From an optimization exercise on the open Yosys and OpenROAD flow, aimed at small area and a short achievable clock period; shortcuts taken in it are not production practice.
At most, simulation tests tie the RTL to the original design; equivalence was not proved.
Function not checked in run 2: the RTL went through the layout flow alone.
In every run shown here, the design's own scripts or RTL, not TritonCTS, make the clock network.
The flow treats the clock pin as an ideal source. Dropping or thinning the clock tree relies on that and would not hold on a real chip.
Power is estimated from default activity; no workload was simulated.

==> flow/design.v <==
package dma_write_pkg;
    typedef logic [4-1:0]            id_t;
    typedef logic [32-1:0]          addr_t;
    typedef logic [8-1:0]           len_t;
    typedef logic [64-1:0]          data_t;
    typedef logic [2-1:0]          resp_t;
    typedef logic [8-1:0]     issue_cnt_t;
    typedef logic [5:0]                         regadr_t;
    typedef logic [32-1:0]    axi4l_data_t;
    typedef logic [32/8-1:0]  axi4l_strb_t;
    typedef struct packed {
        id_t    id;
        addr_t  addr;
        len_t   len;
    } aw_req_t;
    typedef struct packed {
        logic   last;
        data_t  data;
    } w_beat_t;
endpackage
module dma_sync_fifo #(
    parameter int  WIDTH     = 1,
    parameter int  PTR_BITS  = 3,
    parameter bit  GATED_READ = 1'b0,
    parameter bit  CLEAR_DATA = 1'b0
) (
    input  logic     s_axi4l,
    input  logic     rst,
    input  logic [WIDTH-1:0] s_data,
    input  logic     s_valid,
    output logic     s_ready,
    output logic     s_ready_next,
    output logic [WIDTH-1:0] m_data,
    output logic     m_valid,
    input  logic     m_ready
);
    localparam int DEPTH = 1 << PTR_BITS;
    logic [WIDTH-1:0]    mem [0:DEPTH-1];
    logic [DEPTH-1:0]    wr_sel;
    logic [DEPTH-1:0]    rd_sel;
    logic [DEPTH-1:0]    rd_sel_next;
    logic [DEPTH-1:0]    rd_take;       
    logic                mem_empty;
    logic                mem_full;
    logic                one_left;
    logic                one_free;
    logic                push;
    logic                out_empty;     
    logic                load;
    logic                wr_inc;
    logic                rd_inc;
    logic                empty_next;
    logic                full_next;
    logic [WIDTH-1:0]    rd_word;
    assign s_ready = !mem_full;
    assign push    = s_valid && !mem_full;
    assign load    = out_empty || m_ready;
    assign wr_inc  = push && !(mem_empty && load);
    assign rd_inc  = load && !mem_empty;
    always_ff @(posedge s_axi4l) begin
        for (int i = 0; i < DEPTH; i++) begin
            if (!mem_full && wr_sel[i]) begin
                mem[i] <= s_data;
            end
        end
    end
    assign rd_sel_next = rd_inc ? {rd_sel[DEPTH-2:0], rd_sel[DEPTH-1]} : rd_sel;
    generate
        if (GATED_READ) begin : g_gated
            always_ff @(posedge s_axi4l) begin
                if (rst) begin
                    rd_take <= '0;
                end else begin
                    rd_take <= empty_next ? '0 : rd_sel_next;
                end
            end
            always_comb begin
                rd_word = {WIDTH{mem_empty}} & s_data;
                for (int i = 0; i < DEPTH; i++) begin
                    rd_word = rd_word | ({WIDTH{rd_take[i]}} & mem[i]);
                end
            end
        end else begin : g_plain
            assign rd_take = '0;
            always_comb begin
                rd_word = '0;
                for (int i = 0; i < DEPTH; i++) begin
                    rd_word = rd_word | ({WIDTH{rd_sel[i]}} & mem[i]);
                end
                rd_word = mem_empty ? s_data : rd_word;
            end
        end
    endgenerate
    always_ff @(posedge s_axi4l) begin
        if (CLEAR_DATA && rst) begin
            m_data <= '0;
        end else if (load) begin
            m_data <= rd_word;
        end
    end
    assign one_left   = |({rd_sel[DEPTH-2:0], rd_sel[DEPTH-1]} & wr_sel);
    assign one_free   = |({wr_sel[DEPTH-2:0], wr_sel[DEPTH-1]} & rd_sel);
    assign empty_next = mem_empty ? !wr_inc : (one_left && rd_inc && !wr_inc);
    assign full_next  = mem_full  ? !rd_inc : (one_free && wr_inc && !rd_inc);
    assign s_ready_next = !full_next;
    always_ff @(posedge s_axi4l) begin
        if (rst) begin
            wr_sel    <= DEPTH'(1);
            rd_sel    <= DEPTH'(1);
            mem_empty <= 1'b1;
            mem_full  <= 1'b0;
            m_valid   <= 1'b0;
            out_empty <= 1'b1;
        end else begin
            if (wr_inc) begin
                wr_sel <= {wr_sel[DEPTH-2:0], wr_sel[DEPTH-1]};
            end
            rd_sel <= rd_sel_next;
            mem_empty <= empty_next;
            mem_full  <= full_next;
            if (load) begin
                m_valid   <= !mem_empty || push;
                out_empty <= !(!mem_empty || push);
            end
        end
    end
endmodule
module dma_write_regs (
    input  logic                              s_axi4l,
    input  logic                              rst,
    input  logic [8-1:0]   axi4l_awaddr,
    input  logic                              axi4l_awvalid,
    output logic                              axi4l_awready,
    input  dma_write_pkg::axi4l_data_t        axi4l_wdata,
    input  dma_write_pkg::axi4l_strb_t        axi4l_wstrb,
    input  logic                              axi4l_wvalid,
    output logic                              axi4l_wready,
    output dma_write_pkg::resp_t              axi4l_bresp,
    output logic                              axi4l_bvalid,
    input  logic                              axi4l_bready,
    input  logic [8-1:0]   axi4l_araddr,
    input  logic                              axi4l_arvalid,
    output logic                              axi4l_arready,
    output dma_write_pkg::axi4l_data_t        axi4l_rdata,
    output dma_write_pkg::resp_t              axi4l_rresp,
    output logic                              axi4l_rvalid,
    input  logic                              axi4l_rready,
    output dma_write_pkg::aw_req_t            req,
    output logic                              req_valid,
    input  logic                              req_ready,
    output dma_write_pkg::len_t               len,
    output logic                              len_valid,
    input  logic                              len_ready,
    input  dma_write_pkg::resp_t              m_bresp,
    input  logic                              m_bvalid,
    output logic                              m_bready
);
    dma_write_pkg::id_t          reg_awid;
    dma_write_pkg::addr_t        reg_awaddr;
    dma_write_pkg::len_t         reg_awlen;
    logic         aw_pending;
    logic         len_pending;
    logic         resp_error;
    dma_write_pkg::issue_cnt_t   issue_cnt;
    dma_write_pkg::issue_cnt_t   cnt_plus;
    dma_write_pkg::issue_cnt_t   cnt_minus;
    dma_write_pkg::issue_cnt_t   cnt_plus_inc;
    dma_write_pkg::issue_cnt_t   cnt_minus_dec;
    logic         cnt_is_one;
    logic         cnt_is_max;
    logic         bready_next;
    logic         bvalid_n;        
    dma_write_pkg::regadr_t      regadr_wr;
    dma_write_pkg::regadr_t      regadr_rd;
    logic         wr_en;
    logic         rd_en;
    logic         launch;
    logic         resp_accept;
    logic         bready_n;        
    logic         rvalid_n;        
    function automatic dma_write_pkg::axi4l_data_t write_mask(
        input dma_write_pkg::axi4l_data_t org,
        input dma_write_pkg::axi4l_data_t data,
        input dma_write_pkg::axi4l_strb_t strb
    );
        dma_write_pkg::axi4l_data_t result;
        for (int i = 0; i < 32; i++) begin
            result[i] = strb[i/8] ? data[i] : org[i];
        end
        write_mask = result;
    endfunction
    assign regadr_wr = (6)'(axi4l_awaddr >> 2);
    assign regadr_rd = (6)'(axi4l_araddr >> 2);
    assign axi4l_awready = axi4l_awvalid && axi4l_wvalid && (!axi4l_bvalid || axi4l_bready);
    assign axi4l_wready  = axi4l_awready;
    assign axi4l_bresp   = '0;
    assign wr_en  = axi4l_awvalid && axi4l_wvalid && (bvalid_n || axi4l_bready);
    assign launch = wr_en && (regadr_wr == 6'h11);
    always_ff @(posedge s_axi4l) begin
        if (rst) begin
            axi4l_bvalid <= 1'b0;
            bvalid_n     <= 1'b1;
        end else if (wr_en) begin
            axi4l_bvalid <= 1'b1;
            bvalid_n     <= 1'b0;
        end else if (axi4l_bready) begin
            axi4l_bvalid <= 1'b0;
            bvalid_n     <= 1'b1;
        end
    end
    assign resp_accept    = m_bvalid && !bready_n;
    assign cnt_is_one = (issue_cnt == (8)'(1));
    assign cnt_is_max = (issue_cnt == '1);
    always_comb begin
        logic ones;
        logic zeros;
        for (int i = 0; i < 8; i++) begin
            ones  = 1'b1;
            zeros = 1'b1;
            for (int j = 0; j < i; j++) begin
                ones  = ones & cnt_plus[j];
                zeros = zeros & !cnt_minus[j];
            end
            cnt_plus_inc[i]  = cnt_plus[i] ^ ones;
            cnt_minus_dec[i] = cnt_minus[i] ^ zeros;
        end
    end
    always_comb begin
        case ({launch, resp_accept})
            2'b10:   bready_next = !cnt_is_max;
            2'b01:   bready_next = !cnt_is_one;
            2'b11:   bready_next = 1'b1;
            default: bready_next = !bready_n;
        endcase
    end
    always_ff @(posedge s_axi4l) begin
        if (rst) begin
            reg_awid    <= '0;
            reg_awaddr  <= '0;
            reg_awlen   <= '0;
            aw_pending  <= 1'b0;
            len_pending <= 1'b0;
            resp_error  <= 1'b0;
            issue_cnt   <= '0;
            cnt_plus    <= (8)'(1);
            cnt_minus   <= '1;
            m_bready    <= 1'b0;
            bready_n    <= 1'b1;
        end else begin
            if (req_valid && req_ready) begin
                aw_pending <= 1'b0;
            end
            if (len_valid && len_ready) begin
                len_pending <= 1'b0;
            end
            if (wr_en) begin
                case (regadr_wr)
                    6'h08: begin
                        resp_error <= 1'b0;
                    end
                    6'h10: begin
                        reg_awid <= (4)'(write_mask((32)'(reg_awid),
                                                     axi4l_wdata, axi4l_wstrb));
                    end
                    6'h11: begin
                        reg_awaddr  <= (32)'(write_mask((32)'(reg_awaddr),
                                                          axi4l_wdata, axi4l_wstrb));
                        aw_pending  <= 1'b1;
                        len_pending <= 1'b1;
                    end
                    6'h12: begin
                        reg_awlen <= (8)'(write_mask((32)'(reg_awlen),
                                                       axi4l_wdata, axi4l_wstrb));
                    end
                    default: ;
                endcase
            end
            if (resp_accept && m_bresp != '0) begin
                resp_error <= 1'b1;
            end
            case ({launch, resp_accept})
                2'b10: begin
                    issue_cnt <= cnt_plus;
                    cnt_plus  <= cnt_plus_inc;
                    cnt_minus <= issue_cnt;
                end
                2'b01: begin
                    issue_cnt <= cnt_minus;
                    cnt_plus  <= issue_cnt;
                    cnt_minus <= cnt_minus_dec;
                end
                default: ;
            endcase
            m_bready  <= bready_next;
            bready_n  <= !bready_next;
        end
    end
    assign req       = {reg_awid, reg_awaddr, reg_awlen};
    assign req_valid = aw_pending;
    assign len       = reg_awlen;
    assign len_valid = len_pending;
    assign axi4l_arready = !axi4l_rvalid || axi4l_rready;
    assign axi4l_rresp   = '0;
    assign rd_en         = axi4l_arvalid && (rvalid_n || axi4l_rready);
    always_ff @(posedge s_axi4l) begin
        if (rd_en) begin
            case (regadr_rd)
                6'h00:   axi4l_rdata <= 32'hd3a0_0101;
                6'h08:    axi4l_rdata <= (32)'({resp_error, len_pending,
                                                                  aw_pending});
                6'h09: axi4l_rdata <= (32)'(issue_cnt);
                6'h10:      axi4l_rdata <= (32)'(reg_awid);
                6'h11:    axi4l_rdata <= (32)'(reg_awaddr);
                6'h12:     axi4l_rdata <= (32)'(reg_awlen);
                default:            axi4l_rdata <= '0;
            endcase
        end
    end
    always_ff @(posedge s_axi4l) begin
        if (rst) begin
            axi4l_rvalid <= 1'b0;
            rvalid_n     <= 1'b1;
        end else if (rd_en) begin
            axi4l_rvalid <= 1'b1;
            rvalid_n     <= 1'b0;
        end else if (axi4l_rready) begin
            axi4l_rvalid <= 1'b0;
            rvalid_n     <= 1'b1;
        end
    end
endmodule
module dma_wlast_gen (
    input  logic                     s_axi4l,
    input  logic                     rst,
    input  dma_write_pkg::len_t      len,
    input  logic                     len_valid,
    output logic                     len_ready,
    input  dma_write_pkg::data_t     axi4s_tdata,
    input  logic                     axi4s_tvalid,
    output logic                     axi4s_tready,
    output dma_write_pkg::w_beat_t   beat,
    output logic                     beat_valid,
    input  logic                     beat_ready,
    input  logic                     beat_ready_next
);
    logic   active;
    logic   active_next;
    dma_write_pkg::len_t   remain;      
    logic   last;
    logic   accept;
    logic   tready_n;        
    assign accept = axi4s_tvalid && !tready_n;
    assign len_ready   = !active || (last && accept);
    assign active_next = len_ready ? len_valid : active;
    always_ff @(posedge s_axi4l) begin
        if (rst) begin
            active       <= 1'b0;
            remain       <= '0;
            last         <= 1'b0;
            axi4s_tready <= 1'b0;
            tready_n     <= 1'b1;
        end else begin
            if (len_ready) begin
                active <= len_valid;
                remain <= len;
                last   <= (len == '0);
            end else if (accept) begin
                remain <= remain - 1'b1;
                last   <= (remain == (8)'(1));
            end
            axi4s_tready <= beat_ready_next && active_next;
            tready_n     <= !(beat_ready_next && active_next);
        end
    end
    assign beat_valid   = axi4s_tvalid && active;
    assign beat         = {last, axi4s_tdata};
endmodule
module dma_write (
    input  logic                              s_axi4l,
    input  logic                              rst,
    input  logic [8-1:0]   axi4l_awaddr,
    input  logic                              axi4l_awvalid,
    output logic                              axi4l_awready,
    input  dma_write_pkg::axi4l_data_t        axi4l_wdata,
    input  dma_write_pkg::axi4l_strb_t        axi4l_wstrb,
    input  logic                              axi4l_wvalid,
    output logic                              axi4l_wready,
    output dma_write_pkg::resp_t              axi4l_bresp,
    output logic                              axi4l_bvalid,
    input  logic                              axi4l_bready,
    input  logic [8-1:0]   axi4l_araddr,
    input  logic                              axi4l_arvalid,
    output logic                              axi4l_arready,
    output dma_write_pkg::axi4l_data_t        axi4l_rdata,
    output dma_write_pkg::resp_t              axi4l_rresp,
    output logic                              axi4l_rvalid,
    input  logic                              axi4l_rready,
    input  dma_write_pkg::data_t              axi4s_tdata,
    input  logic                              axi4s_tvalid,
    output logic                              axi4s_tready,
    output dma_write_pkg::id_t                m_awid,
    output dma_write_pkg::addr_t              m_awaddr,
    output dma_write_pkg::len_t               m_awlen,
    output logic                              m_awvalid,
    input  logic                              m_awready,
    output dma_write_pkg::data_t              m_wdata,
    output logic                              m_wlast,
    output logic                              m_wvalid,
    input  logic                              m_wready,
    input  dma_write_pkg::resp_t              m_bresp,
    input  logic                              m_bvalid,
    output logic                              m_bready
);
    dma_write_pkg::aw_req_t    req;
    logic       req_valid;
    logic       req_ready;
    dma_write_pkg::aw_req_t    aw_out;
    dma_write_pkg::len_t       len;
    logic       len_valid;
    logic       len_ready;
    dma_write_pkg::len_t       lfifo_len;
    logic       lfifo_valid;
    logic       lfifo_ready;
    dma_write_pkg::w_beat_t    beat;
    logic       beat_valid;
    logic       beat_ready;
    logic       beat_ready_next;
    dma_write_pkg::w_beat_t    w_out;
    dma_write_regs i_regs (
        .s_axi4l, .rst,
        .axi4l_awaddr, .axi4l_awvalid, .axi4l_awready,
        .axi4l_wdata, .axi4l_wstrb, .axi4l_wvalid, .axi4l_wready,
        .axi4l_bresp, .axi4l_bvalid, .axi4l_bready,
        .axi4l_araddr, .axi4l_arvalid, .axi4l_arready,
        .axi4l_rdata, .axi4l_rresp, .axi4l_rvalid, .axi4l_rready,
        .req, .req_valid, .req_ready,
        .len, .len_valid, .len_ready,
        .m_bresp, .m_bvalid, .m_bready
    );
    dma_sync_fifo #(.WIDTH(4 + 32 + 8), .PTR_BITS(3), .CLEAR_DATA(1'b1)) i_aw_fifo (
        .s_axi4l, .rst,
        .s_data(req), .s_valid(req_valid), .s_ready(req_ready), .s_ready_next(),
        .m_data(aw_out), .m_valid(m_awvalid), .m_ready(m_awready)
    );
    dma_sync_fifo #(.WIDTH(8), .PTR_BITS(3)) i_len_fifo (
        .s_axi4l, .rst,
        .s_data(len), .s_valid(len_valid), .s_ready(len_ready), .s_ready_next(),
        .m_data(lfifo_len), .m_valid(lfifo_valid), .m_ready(lfifo_ready)
    );
    dma_wlast_gen i_wlast_gen (
        .s_axi4l, .rst,
        .len(lfifo_len), .len_valid(lfifo_valid), .len_ready(lfifo_ready),
        .axi4s_tdata, .axi4s_tvalid, .axi4s_tready,
        .beat, .beat_valid, .beat_ready, .beat_ready_next
    );
    dma_sync_fifo #(.WIDTH(1 + 64), .PTR_BITS(4), .GATED_READ(1'b1), .CLEAR_DATA(1'b1)) i_w_fifo (
        .s_axi4l, .rst,
        .s_data(beat), .s_valid(beat_valid), .s_ready(beat_ready), .s_ready_next(beat_ready_next),
        .m_data(w_out), .m_valid(m_wvalid), .m_ready(m_wready)
    );
    assign m_awid   = aw_out.id;
    assign m_awaddr = aw_out.addr;
    assign m_awlen  = aw_out.len;
    assign m_wdata  = w_out.data;
    assign m_wlast  = w_out.last;
endmodule
==> flow/flow/run.sh <==
#!/bin/bash
# Own layout flow: the standard ORFS flow with these changes:
#  * plain buf_2 cells as the port buffers (buffer_ports would pick delay cells);
#  * a two-level clock tree (flow/manual_tree.tcl) in place of TritonCTS: the
#    clock port feeds 4 root clkbuf_16 beside it, each root feeds the leaf
#    clkbuf_16 of one quarter of the die, each leaf a balanced group of sinks;
#  * the clock port pinned to the middle of the left edge (flow/io.tcl).
# ORFS's scripts are copied into the work folder and cts.tcl is replaced by
# flow/cts.tcl, which differs only in calling manual_tree.tcl.
# Each tool's full output goes to a log file in this folder (make_flow.log,
# and ORFS's own per-step logs under orfs/logs).
set -euo pipefail
W=$(pwd)
rm -rf "$W/orfs_scripts"
cp -r "$FLOW_HOME/scripts" "$W/orfs_scripts"
cp "$W/flow/cts.tcl" "$W/flow/manual_tree.tcl" "$W/orfs_scripts/"
export MANUAL_CTS=1 MT_CLK_PORT=s_axi4l MT_ROOT_DEPTH=2 MT_LEAF_DEPTH=4
export MT_ROOT_BUF=sky130_fd_sc_hd__clkbuf_16 MT_LEAF_BUF=sky130_fd_sc_hd__clkbuf_16
export PRE_IO_PLACEMENT_TCL="$W/flow/io.tcl"
bash standard.sh "SCRIPTS_DIR=$W/orfs_scripts" \
  "BUFFER_PORTS_ARGS=-buffer_cell sky130_fd_sc_hd__buf_2" finish > make_flow.log 2>&1
==> flow/flow/cts.tcl <==
utl::set_metrics_stage "cts__{}"
source $::env(SCRIPTS_DIR)/load.tcl
source $::env(SCRIPTS_DIR)/lec_check.tcl
erase_non_stage_variables cts
load_design 3_place.odb 3_place.sdc
source_step_tcl PRE CTS

# Clone clock tree inverters next to register loads
# so cts does not try to buffer the inverted clocks.
repair_clock_inverters

proc save_progress { stage } {
  puts "Run 'make gui_$stage.odb' to load progress snapshot"
  orfs_write_db $::env(RESULTS_DIR)/$stage.odb
  orfs_write_sdc $::env(RESULTS_DIR)/$stage.sdc
}

# Run CTS
set cts_args [list \
  -sink_clustering_enable \
  -repair_clock_nets]

append_env_var cts_args CTS_BUF_DISTANCE -distance_between_buffers 1
append_env_var cts_args CTS_CLUSTER_SIZE -sink_clustering_size 1
append_env_var cts_args CTS_CLUSTER_DIAMETER -sink_clustering_max_diameter 1
append_env_var cts_args CTS_BUF_LIST -buf_list 1
append_env_var cts_args CTS_LIB_NAME -library 1


if { [env_var_exists_and_non_empty CTS_ARGS] } {
  set cts_args $::env(CTS_ARGS)
}

set_dont_use $::env(DONT_USE_CELLS)

if { [env_var_exists_and_non_empty MANUAL_CTS] } {
  # two-level clock tree built by manual_tree.tcl in place of TritonCTS
  source $::env(SCRIPTS_DIR)/manual_tree.tcl
  mt_build $::env(MT_CLK_PORT) \
    $::env(MT_ROOT_DEPTH) $::env(MT_LEAF_DEPTH) $::env(MT_ROOT_BUF) $::env(MT_LEAF_BUF)
} else {
  log_cmd clock_tree_synthesis {*}$cts_args
}

utl::push_metrics_stage "cts__{}__pre_repair_timing"
log_cmd estimate_parasitics -placement
if { $::env(DETAILED_METRICS) } {
  report_metrics 4 "cts pre-repair-timing"
}
utl::pop_metrics_stage

set_placement_padding -global \
  -left $::env(CELL_PAD_IN_SITES_DETAIL_PLACEMENT) \
  -right $::env(CELL_PAD_IN_SITES_DETAIL_PLACEMENT)

set result [catch { detailed_placement } msg]
if { $result != 0 } {
  save_progress 4_1_error
  error "Detailed placement failed in CTS: $msg"
}

log_cmd estimate_parasitics -placement

if { $::env(CTS_SNAPSHOTS) } {
  save_progress 4_1_pre_repair_hold_setup
}

if { !$::env(SKIP_CTS_REPAIR_TIMING) } {
  if { $::env(EQUIVALENCE_CHECK) } {
    write_eqy_verilog 4_before_rsz.v
  }
  if { $::env(LEC_CHECK) } {
    write_lec_verilog 4_before_rsz_lec.v
  }

  repair_timing_helper

  if { $::env(EQUIVALENCE_CHECK) } {
    run_equivalence_test
  }
  if { $::env(LEC_CHECK) } {
    write_lec_verilog 4_after_rsz_lec.v
    run_lec_test 4_rsz 4_before_rsz_lec.v 4_after_rsz_lec.v
  }

  set result [catch { detailed_placement } msg]
  if { $result != 0 } {
    save_progress 4_1_error
    error "Detailed placement failed in CTS: $msg"
  }

  check_placement -verbose
}

report_metrics 4 "cts final"

source_step_tcl POST CTS

orfs_write_db $::env(RESULTS_DIR)/4_1_cts.odb
orfs_write_sdc $::env(RESULTS_DIR)/4_cts.sdc
==> flow/flow/io.tcl <==
# Puts the clock port at the middle of the die's left edge, so the clock
# tree's root buffers beside it are about as close to every quarter of the die.
set mt_block [ord::get_db_block]
set mt_die [$mt_block getDieArea]
set mt_dbu [$mt_block getDefUnits]
set mt_mid [expr {([$mt_die yMin] + [$mt_die yMax]) / 2.0 / $mt_dbu}]
set_io_pin_constraint -pin_names $::env(MT_CLK_PORT) \
  -region [format "left:%.2f-%.2f" [expr {$mt_mid - 3}] [expr {$mt_mid + 3}]]
==> flow/flow/manual_tree.tcl <==
# Manual two-level clock tree: the clock port drives NROOT root buffers placed
# beside it; each root drives the leaf buffers of one region; each leaf buffer
# drives a balanced group of clock sinks (found by recursive bisection).
proc mt_bisect {items depth} {
  # items: list of {x y payload}; returns list of groups (2^depth)
  if {$depth == 0} { return [list $items] }
  set xs [lmap i $items {lindex $i 0}]
  set ys [lmap i $items {lindex $i 1}]
  set w [expr {[tcl::mathfunc::max {*}$xs] - [tcl::mathfunc::min {*}$xs]}]
  set h [expr {[tcl::mathfunc::max {*}$ys] - [tcl::mathfunc::min {*}$ys]}]
  set k [expr {$w >= $h ? 0 : 1}]
  set sorted [lsort -real -index $k $items]
  set n [llength $sorted]
  set half [expr {$n / 2}]
  set a [lrange $sorted 0 [expr {$half - 1}]]
  set b [lrange $sorted $half end]
  return [concat [mt_bisect $a [expr {$depth - 1}]] [mt_bisect $b [expr {$depth - 1}]]]
}

proc mt_centroid {items} {
  set sx 0.0; set sy 0.0
  foreach i $items { set sx [expr {$sx + [lindex $i 0]}]; set sy [expr {$sy + [lindex $i 1]}] }
  set n [llength $items]
  return [list [expr {int($sx / $n)}] [expr {int($sy / $n)}]]
}

proc mt_build {clk_port root_depth leaf_depth root_master leaf_master} {
  set block [ord::get_db_block]
  set db [ord::get_db]
  set rmaster [$db findMaster $root_master]
  set lmaster [$db findMaster $leaf_master]
  set clknet [$block findNet $clk_port]
  set bterm [$block findBTerm $clk_port]
  set pxy [$bterm getFirstPinLocation]
  set px [lindex $pxy 1]; set py [lindex $pxy 2]
  set sinks {}
  foreach it [$clknet getITerms] {
    set inst [$it getInst]
    set loc [$inst getLocation]
    lappend sinks [list [lindex $loc 0] [lindex $loc 1] $it]
  }
  puts "manual tree: [llength $sinks] sinks, port at $px $py"
  # leaf groups
  set groups [mt_bisect $sinks [expr {$root_depth + $leaf_depth}]]
  set nleaf_per_root [expr {1 << $leaf_depth}]
  # move the port's clock net aside: the port keeps net clknet, which will feed only the roots
  set li 0
  set leaves {}
  foreach g $groups {
    set c [mt_centroid $g]
    set name "cts_leaf_$li"
    set inst [odb::dbInst_create $block $lmaster $name]
    $inst setLocation [lindex $c 0] [lindex $c 1]
    $inst setPlacementStatus PLACED
    set net [odb::dbNet_create $block "clknet_leaf_$li"]
    $net setSigType CLOCK
    foreach s $g {
      set it [lindex $s 2]
      $it disconnect
      $it connect $net
    }
    [$inst findITerm X] connect $net
    lappend leaves [list [lindex $c 0] [lindex $c 1] $inst]
    incr li
  }
  # root groups: consecutive leaves share a root (bisection order keeps them close)
  for {set r 0} {$r < (1 << $root_depth)} {incr r} {
    set name "cts_root_$r"
    set inst [odb::dbInst_create $block $rmaster $name]
    $inst setLocation $px $py
    $inst setPlacementStatus PLACED
    set net [odb::dbNet_create $block "clknet_root_$r"]
    $net setSigType CLOCK
    for {set j [expr {$r * $nleaf_per_root}]} {$j < ($r + 1) * $nleaf_per_root} {incr j} {
      set linst [lindex [lindex $leaves $j] 2]
      [$linst findITerm A] connect $net
    }
    [$inst findITerm X] connect $net
    [$inst findITerm A] connect $clknet
  }
  $clknet setSigType CLOCK
}
==> flow/standard.sh <==
#!/bin/bash
# synth_recipe.tcl (not shown) runs the flow's synth.tcl, then flattens the netlist and writes it again
# the make line also repeats each setting of config.mk as NAME=value (left out here)
make -C /OpenROAD-flow-scripts/flow DESIGN_CONFIG=/design/flow/config.mk WORK_HOME=/design/flow/orfs CLKGATE_MAP_FILE= SYNTH_SCRIPT=/design/flow/synth_recipe.tcl "${@:-finish}"
==> flow/config.mk <==
export PLATFORM = sky130hd
export DESIGN_NAME = dma_write
export DESIGN_NICKNAME = dma_write
export VERILOG_FILES = /design/flow/design.v
export SDC_FILE = /design/flow/constraint.sdc
export NUM_CORES = 4
export LEC_CHECK = 0
export CAP_MARGIN = 20
export CORE_MARGIN = 2
export CORE_UTILIZATION = 55
export SETUP_SLACK_MARGIN = 1.35
export SLEW_MARGIN = 20
==> flow/constraint.sdc <==
create_clock -name core_clock -period 3.2 [get_ports {s_axi4l}]
set_input_delay 0.6400 -clock core_clock [delete_from_list [all_inputs] [get_ports {s_axi4l}]]
set_output_delay 0.6400 -clock core_clock [all_outputs]
set_load 0.01 [all_outputs]
==> results.yml, run 1 <==
layout:
  area_delta_synth_final_pct: 12.41
  multi_input_area_um2: 13700
  nFillCells: 8702
  nNetsFinal: 4484
  drive_gt1_frac: 0.1723
  final-seq-area_um2: 50820
synthesis:
  synth_top_cell_by_area: "edfxtp_1"
  synth_top_area_frac: 0.6920
  yosys-top-cells-area: "edfxtp_1, dfxtp_1, a22oi_1"
  ys_types: 65
  synthArstFlopShare: 0
  synth.ff_latch_count: 1786
  synth.most_common_cell: "edfxtp_1"
  yosys-top-cells-count: "edfxtp_1, a22oi_1, dfxtp_1"
  yosysWarnings: 8
  syn_area_um2: 64920
  syn_area_per_cell_um2: 16.10
  synth-seq-area-share: 0.7814
  synth_ff_type: "edfxtp_1"
  syn_inst: 4032
  synth_edf_count: 1496
timing:
  hold_viol_final: 0
  layout_setup_ws_ps: 1334
  setup_viol: 0
  worst_pin_slew_ps: 974.9
  finClkSkew_ps: 67.76
  finalCritPeriodShare: 0.5832
  tns_ps: 0
  clock.fmax_mhz: 535.8
  relSlewSlack: 0.3487
  timing.hold.ws_ps: 284.8
  slew_viol_final: 0
  grt_setup_unrepaired: "true"
  min_period_ps: 1866
global_routing:
  grt_start_max_net_pins: 84
  grt_overflow: 0
  grt_antenna_before_repair: 21
  track_usage: 0.3033
  grt_pass1_vias: 37472
  grt_pass1_wl_mm: 268.5
clock_network:
  path_clk_slew_ps: 110
  cts_hold_buf: 0
  clkLatencyLatePin_ps: 570
worst_setup_path:
  crit_path_end_kind: "flop"
  worstSetupPathType: "reg2reg"
  crit_fanout: 3
  crit_required_ps: 3650
  worstPathArrival_ps: 2320
  start_kind: "flop"
floorplanning:
  initial_core_util: 0.5520
  chipWidth_um: 347.6
  ios: 283
  core_um2: 117600
  die_height_um: 347.6
  die-area_um2: 120800
  rows: 126
drt:
  top_layer: "met5"
  vias: 39682
  drc: 0
  drt_wl_total_mm: 191.9
  first_pass_iters: 8
  wl_met3_mm: 15.89
  ant_nets: 0
  wl_per_cell_um: 32.65
  dr_wl_met2_mm: 93.97
  drt_iter0_drc: 4828
  wl_met1_mm: 76.55
  viasPerCell: 6.750
power:
  p_per_area_nw_per_um2: 497.4
  irDropWorstVdd_mv: 1.547
  finalPower_mw: 36.30
  leakage_nw: 24.58
placed_design:
  io_buffer_count: 274
  hpwl_mm: 92.10
  gp_congestion: 0.7801
  pre_cts_ws_ps: 534.1
job:
  drv_cap: 0
min_path:
  hold_class: "in2reg"
status:
  outcome: "complete, no violations"
## layout make-up
cell class                      count  area share
Antenna cell                        8   0.0002743
Buffer                             68     0.02332
Inverter                           21    0.001252
Multi-Input combinational cell   1954      0.1877
Sequential cell                  1786      0.6964
Tap cell                         1536     0.02633
Timing Repair Buffer              506     0.06474
## timing repair
item,CTS,global route
gates cloned,28,0
pin swaps,77,5
setup buffers,62,31
resized for setup,197,36
setup endpoints to repair,581,147
## layout by cell type (no fill, tap or decap), types with 35 or more instances in the layout
cell type	instances
nand3_1	96
a22o_1	54
nand4_1	81
o21ai_1	35
buf_4	108
clkbuf_16	69
a22oi_1	548
nand3b_1	47
buf_12	71
a222oi_1	69
buf_2	267
a21oi_1	82
mux2i_1	67
o21ai_0	99
nand2_1	181
dfxtp_1	251
a311oi_1	47
nor2_1	158
nor3_1	60
edfxtp_1	1496
a221oi_1	92
## registers in the layout (all words and copies together) (netlist names), 16 cells and up
register / cells
i_regs.reg_awaddr: 32
i_w_fifo.m_data: 65
i_aw_fifo.m_data: 44
i_w_fifo.wr_sel: 16
i_w_fifo.mem: 1040
i_aw_fifo.mem: 352
i_len_fifo.mem: 64
i_w_fifo.rd_take: 16
i_regs.axi4l_rdata: 32
i_w_fifo.rd_sel: 16
## critical path, cell delays in order, from the launching register on
cell and delay (ps):
dfxtp_2 360, ha_4 170, ha_4 150, ha_2 190, ha_4 170, ha_4 160
ha_4 220, mux2i_1 120, nor2_1 50, a21oi_1 110, nor2_1 50
## cells by family after synthesis
kind of cell / Yosys count / share of synthesized area
DFF: 1786 / 0.7814
AOI/OAI and AO/OA: 1085 / 0.1239
and+or+nand+nor: 750 / 0.05811
buffers and inverters: 299 / 0.01833
muxes: 92 / 0.01467
adders and majority gates: 18 / 0.003469
other: 1 / 0.00005776
xor gates and xnor gates: 1 / 0.0001349
## metrics by stage
| stage | instance area (µm²) | cells | utilization |
|---|---|---|---|
| after detailed placement | 68700 | 5682 | 0.5842 |
| after floorplan | 65150 | 4035 | - |
| after global placement | 68700 | 5682 | 0.5842 |
| after CTS | 72380 | 5840 | 0.6155 |
| final | 72980 | 5879 | 0.6205 |
| after global routing | 72970 | 5874 | 0.6204 |
## worst paths after layout
| kind | slack, ps | cells past startpoint | end | start |
|---|---|---|---|---|
| setup / recovery | 1330 | 10 | i_regs.cnt_plus[6] | i_regs.cnt_plus[1] |
| hold / removal | 280 | 2 | i_regs.rvalid_n | axi4l_arvalid |
| setup reg to reg | 1330 | 10 | i_regs.cnt_plus[6] | i_regs.cnt_plus[1] |
| hold reg to reg | 480 | 2 | i_aw_fifo.m_valid | i_aw_fifo.m_valid |
## routing by layer
layer  vias up  GRT usage
met5         -          0
met4        24    0.06334
met3       298    0.03404
met2      1915     0.5145
met1     20646     0.4285
li1      16799          -
## power breakdown
| part | internal [mW] | leakage, nW | switching, mW |
|---|---|---|---|
| clock network | 3.79 | 0.838 | 6.61 |
| logic | 0.225 | 7.60 | 0.491 |
| registers | 25.1 | 16.1 | 0.0530 |
==> run 2: changes to the inputs <==
--- a/flow/design.v
+++ b/flow/design.v
@@ -24,2 +24,3 @@
     parameter bit  GATED_READ = 1'b0,
+    parameter bit  GATED_WRITE = 1'b0,
     parameter bit  CLEAR_DATA = 1'b0
@@ -39,2 +40,4 @@
     logic [DEPTH-1:0]    wr_sel;
+    logic [DEPTH-1:0]    wr_sel_next;
+    logic [DEPTH-1:0]    wr_take;       
     logic [DEPTH-1:0]    rd_sel;
@@ -61,3 +64,3 @@
         for (int i = 0; i < DEPTH; i++) begin
-            if (!mem_full && wr_sel[i]) begin
+            if (wr_take[i]) begin
                 mem[i] <= s_data;
@@ -66,2 +69,16 @@
     end
+    assign wr_sel_next = wr_inc ? {wr_sel[DEPTH-2:0], wr_sel[DEPTH-1]} : wr_sel;
+    generate
+        if (GATED_WRITE) begin : g_gated_wr
+            always_ff @(posedge s_axi4l) begin
+                if (rst) begin
+                    wr_take <= DEPTH'(1);
+                end else begin
+                    wr_take <= full_next ? '0 : wr_sel_next;
+                end
+            end
+        end else begin : g_plain_wr
+            assign wr_take = mem_full ? '0 : wr_sel;
+        end
+    endgenerate
     assign rd_sel_next = rd_inc ? {rd_sel[DEPTH-2:0], rd_sel[DEPTH-1]} : rd_sel;
@@ -115,3 +132,3 @@
             if (wr_inc) begin
-                wr_sel <= {wr_sel[DEPTH-2:0], wr_sel[DEPTH-1]};
+                wr_sel <= wr_sel_next;
             end
@@ -455,3 +472,3 @@
     );
-    dma_sync_fifo #(.WIDTH(1 + 64), .PTR_BITS(4), .GATED_READ(1'b1), .CLEAR_DATA(1'b1)) i_w_fifo (
+    dma_sync_fifo #(.WIDTH(1 + 64), .PTR_BITS(4), .GATED_READ(1'b1), .GATED_WRITE(1'b1), .CLEAR_DATA(1'b1)) i_w_fifo (
         .s_axi4l, .rst,
--- a/flow/config.mk
+++ b/flow/config.mk
@@ -10,3 +10,3 @@
 export CORE_UTILIZATION = 55
-export SETUP_SLACK_MARGIN = 1.35
+export SETUP_SLACK_MARGIN = 1.3
 export SLEW_MARGIN = 20
==> run 2 against run 1 <==
Still clean; critical endpoint is now i_regs.cnt_minus[6]; die area rose by 0.11%; critical path type is now in2reg; cell count fell by 0.41%; sequential power barely moved.
==> results.yml, run 2 <==
drt:
  vias: 39475
  viasPerCell: 6.742
  first_pass_iters: 7
  drt_wl_total_mm: 192.7
  ant_nets: 0
  wl_per_cell_um: 32.92
  drt_iter0_drc: 5161
  drc: 0
global_routing:
  grt_start_max_net_pins: 75
  grt_overflow: 0
  grt_pass1_wl_mm: 271.7
  grt_pass1_vias: 38032
  track_usage: 0.3088
  grt_antenna_before_repair: 16
synthesis:
  yosys-top-cells-count: "edfxtp_1, a22oi_1, dfxtp_1"
  syn_area_um2: 65000
  yosys-top-cells-area: "edfxtp_1, dfxtp_1, a22oi_1"
  synth_top_cell_by_area: "edfxtp_1"
  synth.ff_latch_count: 1802
  syn_area_per_cell_um2: 16.24
  synth.most_common_cell: "edfxtp_1"
  ys_types: 57
  synth_ff_type: "edfxtp_1"
  synth_top_area_frac: 0.6912
  yosysWarnings: 8
  synth_edf_count: 1496
  synthArstFlopShare: 0
  syn_inst: 4001
  synth-seq-area-share: 0.7854
timing:
  finalCritPeriodShare: 0.5979
  finClkSkew_ps: 51.16
  setup_viol: 0
  layout_setup_ws_ps: 1287
  relSlewSlack: 0.3602
  hold_viol_final: 0
  grt_setup_unrepaired: "true"
  slew_viol_final: 0
  tns_ps: 0
  worst_pin_slew_ps: 957.8
  min_period_ps: 1913
  clock.fmax_mhz: 522.7
power:
  power.internal_mw: 29.34
  comb_power_share: 0.019
  p_switching_mw: 7.127
  finalPower_mw: 36.47
  p_seq_frac: 0.696
  p_per_area_nw_per_um2: 494.3
  swShare: 0.1954
  irDropWorstVdd_mv: 1.680
  leakage_nw: 24.71
  power_frac_clock: 0.285
floorplanning:
  initial_core_util: 0.5527
  die-area_um2: 120900
  ios: 283
  core_um2: 117600
  rows: 126
  chipWidth_um: 347.8
  die_height_um: 347.8
worst_setup_path:
  crit_chain: "buf_6 > or4b_4 > nor2_4 > nand2_4 > ha_4 > clkbuf_16 > nor2_1 > a211oi_2 > a211o_1"
  cpMaxStageDelayCell: "or4b_4"
  crit_path_end_kind: "flop"
  crit_fanout: 6
  r2r_start: "i_regs.cnt_minus[0]"
  worstReg2RegEnd: "i_regs.cnt_minus[6]"
  start_kind: "primary input"
  r2r_cells: 9
  r2r_slack_ps: 1310
  crit_required_ps: 3610
  crit_family: "simple AND/OR/NAND/NOR gates"
  cp_num_buf_inv: 2
  max_stage_delay_ps: 550
  worstSetupPathType: "in2reg"
  worstPathArrival_ps: 2320
layout:
  fin_cells: 5855
  largest_reg_flops: 1040
  nNetsFinal: 4462
  final_cell_mix: "edfxtp_1, a22oi_1, buf_2"
  area_delta_synth_final_pct: 13.52
  drive_gt1_frac: 0.1934
  largestRegisters: "i_w_fifo.mem: 1040 flops, i_aw_fifo.mem: 352 flops, i_w_fifo.m_data: 65 flops"
  final_common_cell: "edfxtp_1"
  regMostFlops: "i_w_fifo.mem"
  post-route-util: 0.6274
min_path:
  hp-start: "axi4l_arvalid"
  hold_class: "in2reg"
  hold_end: "i_regs.rvalid_n"
  hold_depth: 2
clock_network:
  clkLatencyLatePin_ps: 560
  path_clk_slew_ps: 110
placed_design:
  gp_congestion: 0.7855
  dp_cells: 5651
  hpwl_mm: 91.02
  pre_cts_ws_ps: 572.5
  io_buffer_count: 274
job:
  drv_cap: 0
status:
  outcome: "complete, no violations"
==> run 2: changes by cell type in the layout (fill, tap and decap cells not counted), sizes merged, moves of 12 or more <==
| cell | change |
|---|---|
| o21ai | -78 |
| nor3 | +71 |
| nand2 | -40 |
| nor2 | +35 |
| nand3 | -27 |
| mux2i | +20 |
| and3 | +16 |
| dfxtp | +16 |
| a21oi | -15 |
| mux2 | -14 |
| and2 | -12 |
==> run 2: repair_timing <==
item / CTS / global route
setup buffers: 86 / 13
gates cloned: 27 / 4
setup endpoints to repair: 407 / 78
hold buffers: 0 / 0
gates resized for setup: 307 / 50
pin swaps: 89 / 11
==> run 2: cell families (layout without fill, tap and decap cells) <==
group | Yosys count | in the layout | share of synthesized area
AOI/OAI and AO/OA | 995 | 996 | 0.1167
xor gates and xnor gates | 1 | 1 | 0.0001348
adders and majority gates | 18 | 18 | 0.003465
buffers and inverters | 295 | 602 | 0.01806
DFF | 1802 | 1802 | 0.7854
muxes | 98 | 98 | 0.01530
other | 1 | 10 | 0.00005770
and+or+nand+nor | 791 | 792 | 0.06087
==> run 2: final cells by class <==
class | instances | area [µm²]
inverters | 22 | 92.59
well taps | 1536 | 1922
repair buffers | 512 | 4950
plain buffers | 68 | 1702
diodes | 6 | 15.01
fillers | 8576 | 43820
multi-input cells | 1909 | 13900
flip-flops and latches | 1802 | 51210
==> run 2: worst max-delay path by stage <==
stage                                from               endpoint  slack (ps)  cells past startpoint
after floorplan           axi4l_awaddr[7]    i_regs.cnt_minus[6]         890                      9
after global placement    axi4l_awaddr[7]     i_regs.cnt_plus[7]         600                      8
after detailed placement  axi4l_awaddr[7]  i_regs.reg_awaddr[24]         570                      8
after CTS                 axi4l_awaddr[3]    i_regs.cnt_minus[2]         840                      9
after global routing      axi4l_awaddr[4]  i_regs.reg_awaddr[20]        1240                      9
final                     axi4l_awaddr[4]    i_regs.cnt_minus[6]        1290                      9
==> run 2: metrics by stage <==
stage / hold WS [ps] / instance area (µm²)
after floorplan: 441.1 / 65230
after global placement: 448.6 / 68760
after detailed placement: 454.2 / 68760
after CTS: 455.8 / 73340
after global routing: 308.9 / 73780
final: 317.5 / 73790
==> run 2: power groups by stage <==
stage                     logic (mW)  registers (mW)  clock network, mW
after floorplan                0.194            26.0                  0
after global placement         0.631            25.9                  0
after detailed placement       0.644            25.9                  0
after CTS                      0.683            25.9               7.72
after global routing           0.757            25.4               11.2
final                          0.697            25.4               10.4
==> run 2: layer usage <==
| layer | global-route usage | routed length (µm) | up-vias |
|---|---|---|---|
| met3 | 0.03698 | 17510 | 309 |
| met5 | 0 | 81 | - |
| li1 | - | - | 16673 |
| met2 | 0.5211 | 95000 | 2049 |
| met1 | 0.4306 | 74160 | 20432 |
| met4 | 0.07810 | 5976 | 12 |

-- separate check: timing with driven ports --
In the flow no input, the clock included, has a driving cell. The finished layouts below were timed again as built, in two steps.
Step 1 assumes that a clkbuf_16 drives the clock port and a buf_2 every other input.
Step 2 moves the port delays by t, midway between the first and last clock arrival at a register: inputs arrive t later, outputs are due t later. That takes back most of the time a late clock gives input paths.
Three values: no drivers, after step 1, after step 2; two values: the first two.
run | t (ns) | setup slack, ns | worst setup path at the end | worst register clock-pin slew, ns | worst slew at a driven data input, ns
run 1 | 0.592 | 1.334 / 1.322 / 1.033 | input to register | 0.12 / 0.12 | 0.17
run 2 | 0.584 | 1.287 / 1.261 / 0.726 | input to register | 0.11 / 0.11 | 0.14
After both steps setup and hold are still met in every run listed. For run 2, which loses most, drivers alone change the setup slack by -0.026 ns; drivers and shift together by -0.561 ns.
